What follows belongs to an exercise in optimizing a design on an open flow for small area and a short achievable clock period; a production flow would make more cautious choices. In this exercise RTL edits were held to simulation tests only and were not proved equivalent to the original. The clock port is modelled as an ideal driver; clocking choices that lean on that would not hold on a real chip. No activity file was given, so power comes from the tool's default toggle rates.

Setup of the reference run:
==> module trace_buffer, before the edit <==
module trace_buffer #(
  parameter int XLEN    = 32,
  parameter int DEPTH   = 16,
  parameter int STAMP_W = 16,
  parameter int WRAP    = 0
) (
  input  logic                       clock,
  input  logic                       reset,
  input  logic                       arm,
  input  logic                       stop,
  input  logic                       trig_en,
  input  logic [XLEN-1:0]            trig_pc,
  input  logic                       in_valid,
  input  logic [31:0]                in_instr,
  input  logic [XLEN-1:0]            in_pc,
  input  logic [XLEN-1:0]            in_alu,
  output logic                       rd_valid,
  input  logic                       rd_ready,
  output logic [31:0]                rd_instr,
  output logic [XLEN-1:0]            rd_pc,
  output logic [XLEN-1:0]            rd_alu,
  output logic [STAMP_W-1:0]         rd_stamp,
  output logic [$clog2(DEPTH+1)-1:0] count,
  output logic [1:0]                 state,
  output logic                       overflow
);
  localparam int W = 32 + 2*XLEN + STAMP_W;    
  localparam int R = 15;                        
  logic [1:0]         st;
  logic [4:0]         cnt;
  logic               nempty;                   
  logic               ovf;
  logic [R-1:0]       wr_oh, rd_oh;
  logic [R-1:0]       wr_ohn;                   
  logic [STAMP_W-1:0] stamp;
  logic               started;
  logic [W-1:0]       head;
  logic [W-1:0]       ring [R];
  wire s_armed = (st == 2'd1);
  wire s_capt  = (st == 2'd2);
  wire full    = cnt[4];
  wire le1     = (cnt[4:1] == 4'd0);              
  wire hit     = s_armed && trig_en && in_valid && (in_pc == trig_pc);
  wire hitp    = hit && !stop;                       
  wire push_c  = s_capt && in_valid && !stop;        
  wire pop     = nempty && rd_ready;
  wire wr_c    = push_c && (!full || pop);
  wire wr_ring = wr_c && !(cnt == 5'd0) && !((cnt == 5'd1) && pop);
  logic [4:0] cnt_n;
  always_comb begin
    cnt_n = cnt;
    if (s_armed)            cnt_n = {4'd0, hitp};
    else if (wr_c && !pop)  cnt_n = cnt + 5'd1;
    else if (pop && !wr_c)  cnt_n = cnt - 5'd1;
  end
  always_ff @(posedge clock or posedge reset) begin
    if (reset) begin
      st     <= 2'd0;
      cnt    <= '0;
      nempty <= 1'b0;
      ovf    <= 1'b0;
    end else if (arm) begin
      st     <= 2'd1;
      cnt    <= '0;
      nempty <= 1'b0;
      ovf    <= 1'b0;
    end else begin
      case (st)
        2'd1: begin
          if (stop)                  st <= 2'd3;
          else if (!trig_en || hit)  st <= 2'd2;
        end
        2'd2: if (stop) st <= 2'd3;
        default: ;
      endcase
      cnt    <= cnt_n;
      nempty <= !le1 || hitp || push_c || (nempty && !rd_ready);
      if (push_c && full && !pop) ovf <= 1'b1;
    end
  end
  always_ff @(posedge clock) begin
    if (arm) begin
      wr_oh   <= R'(1);
      wr_ohn  <= {{(R-1){1'b1}}, 1'b0};
      rd_oh   <= R'(1);
      stamp   <= '0;
      started <= 1'b0;
    end else begin
      if (s_armed) begin
        stamp   <= {{(STAMP_W-1){1'b0}}, hitp};
        started <= hitp;
      end else begin
        if (wr_ring) begin
          wr_oh  <= {wr_oh[R-2:0], wr_oh[R-1]};
          wr_ohn <= {wr_ohn[R-2:0], wr_ohn[R-1]};
        end
        if (s_capt && (push_c || started)) stamp <= stamp + STAMP_W'(1);
        if (push_c) started <= 1'b1;
      end
      if (pop && !le1) rd_oh <= {rd_oh[R-2:0], rd_oh[R-1]};
    end
  end
  wire [W-1:0] wdata = {in_instr, in_pc, in_alu, stamp};
  wire wr_ok = !full || rd_ready;
  logic [R-1:0] r_ld, r_hd;
  always_comb begin
    for (int i = 0; i < R; i++) begin
      r_ld[i] = wr_ok && wr_oh[i];
      r_hd[i] = wr_ohn[i] || (full && !rd_ready);
    end
  end
  for (genvar g = 0; g < R; g++) begin : g_ring
    always_ff @(posedge clock)
      ring[g] <= (wdata & {W{r_ld[g]}}) | (ring[g] & {W{r_hd[g]}});
  end
  wire ld   = !nempty || rd_ready;
  wire h_in = ld && le1;
  wire h_rg = ld && !le1;
  logic [W-1:0] hdata;
  always_comb begin
    hdata = (head & {W{!ld}}) | (wdata & {W{h_in}});
    for (int i = 0; i < R; i++)
      hdata = hdata | (ring[i] & {W{rd_oh[i] && h_rg}});
  end
  always_ff @(posedge clock) head <= hdata;
  assign {rd_instr, rd_pc, rd_alu, rd_stamp} = head;
  assign rd_valid = nempty;
  assign count    = cnt;
  assign state    = st;
  assign overflow = ovf;
endmodule
clock: 5.0 ns
lec_check: 0
cap_margin: 20
core_margin: 2
core_utilization: 65
cts_buf_list: sky130_fd_sc_hd__clkbuf_16
cts_cluster_diameter: 80
cts_cluster_size: 25
setup_slack_margin: 2.7
slew_margin: 20
standard.sh (not shown) runs the stock make flow with config.mk's settings and CLKGATE_MAP_FILE= SYNTH_SCRIPT=/design/flow/synth_recipe.tcl, a recipe that flattens the netlist after the stock synthesis.
==> flow/flow/run.sh <==
#!/bin/bash
# Standard ORFS layout (the standard.sh, unchanged synthesis), with:
#  - port buffers made from plain buf_2 cells instead of the default
#    delay-cell choice, so timing repair can size them like any other buffer;
#  - no timing repair at floorplan (ideal clocks and no wires there make the
#    input paths look far worse than they are); ABC's buffers are removed
#    instead, and repair runs from placement on.
set -euo pipefail
bash standard.sh "BUFFER_PORTS_ARGS=-buffer_cell sky130_fd_sc_hd__buf_2" REMOVE_ABC_BUFFERS=1 finish > standard.log 2>&1
The reference run completed; timing, DRC and antenna clean
For the trial run, these inputs were changed with respect to the reference run:
--- a/flow/design.v
+++ b/flow/design.v
@@ -35,14 +35,15 @@
   logic [STAMP_W-1:0] stamp;
   logic               started;
   logic [W-1:0]       head;
   logic [W-1:0]       ring [R];
   wire s_armed = (st == 2'd1);
   wire s_capt  = (st == 2'd2);
-  wire full    = cnt[4];
-  wire le1     = (cnt[4:1] == 4'd0);              
+  logic               full_r, ge2_r;            
+  wire full    = full_r;
+  wire le1     = !ge2_r;                         
   wire hit     = s_armed && trig_en && in_valid && (in_pc == trig_pc);
   wire hitp    = hit && !stop;                       
   wire push_c  = s_capt && in_valid && !stop;        
   wire pop     = nempty && rd_ready;
   wire wr_c    = push_c && (!full || pop);
   wire wr_ring = wr_c && !(cnt == 5'd0) && !((cnt == 5'd1) && pop);
@@ -55,29 +56,35 @@
   end
   always_ff @(posedge clock or posedge reset) begin
     if (reset) begin
       st     <= 2'd0;
       cnt    <= '0;
       nempty <= 1'b0;
+      full_r <= 1'b0;
+      ge2_r  <= 1'b0;
       ovf    <= 1'b0;
     end else if (arm) begin
       st     <= 2'd1;
       cnt    <= '0;
       nempty <= 1'b0;
+      full_r <= 1'b0;
+      ge2_r  <= 1'b0;
       ovf    <= 1'b0;
     end else begin
       case (st)
         2'd1: begin
           if (stop)                  st <= 2'd3;
           else if (!trig_en || hit)  st <= 2'd2;
         end
         2'd2: if (stop) st <= 2'd3;
         default: ;
       endcase
       cnt    <= cnt_n;
-      nempty <= !le1 || hitp || push_c || (nempty && !rd_ready);
+      nempty <= ge2_r || hitp || push_c || (nempty && !rd_ready);
+      full_r <= (cnt_n == 5'd16);
+      ge2_r  <= (cnt_n[4:1] != 4'd0);
       if (push_c && full && !pop) ovf <= 1'b1;
     end
   end
   always_ff @(posedge clock) begin
     if (arm) begin
       wr_oh   <= R'(1);
==> run summary <==
On worst hold slack, the reference run loses to the trial run.
The flow did not stop early for the trial run: all stages ran, and the layout cleared the timing, design-rule and antenna checks.
Compared with the reference run, in the trial run multi-input combinational cell count rose by about 1.1%, mean instance size in the synthesized netlist stayed essentially flat.
met3 global-route usage came out higher on the trial run than on the reference run.
The distinct cell type count of the synthesized netlist reported for the trial run is greater than that of the reference run by 2.
The reference run → the trial run: count of cells along the worst register-to-register path now sits lower; area added between synthesis and finish now sits higher; design area now sits higher; combinational power now sits lower; setup slack now sits lower.
Per the comparison of the trial run with the reference run, die area rose 1.2%; wire length rose about 8%.
Comparing the trial run and the reference run, critical path depth is higher on the reference run.

[separate check: timing with driven ports]
How much do the figures lean on ideal ports? The routed layouts below were timed once more, with nothing changed but the port constraints. Step 1: set_driving_cell puts a clkbuf_16 on clock and a buf_2 on each other input, an assumption about the parent block. Step 2 adds t to the input delays and takes it off the output delays; t is the mean of the earliest and latest rising clock arrival at the registers after step 1. Input paths then give back, and output paths get back, about the clock's delay inside the block. Slacks: ideal ports / drivers / drivers and shift; pairs: ideal ports / drivers.
run	t (ns)	slack for setup (ns)	hold slack, ns	worst setup path after step 2	pins driven straight from the clock port
the reference run	0.786	2.572 / 2.566 / 1.921	0.237 / 0.174 / 0.478	input to register	1
the trial run	0.802	2.553 / 2.553 / 1.840	0.243 / 0.177 / 0.467	input to register	1
After both steps setup and hold are still met in every run listed. The setup slack of the trial run, which loses most, moves by 0.000 ns with the drivers and by -0.713 ns with both steps.
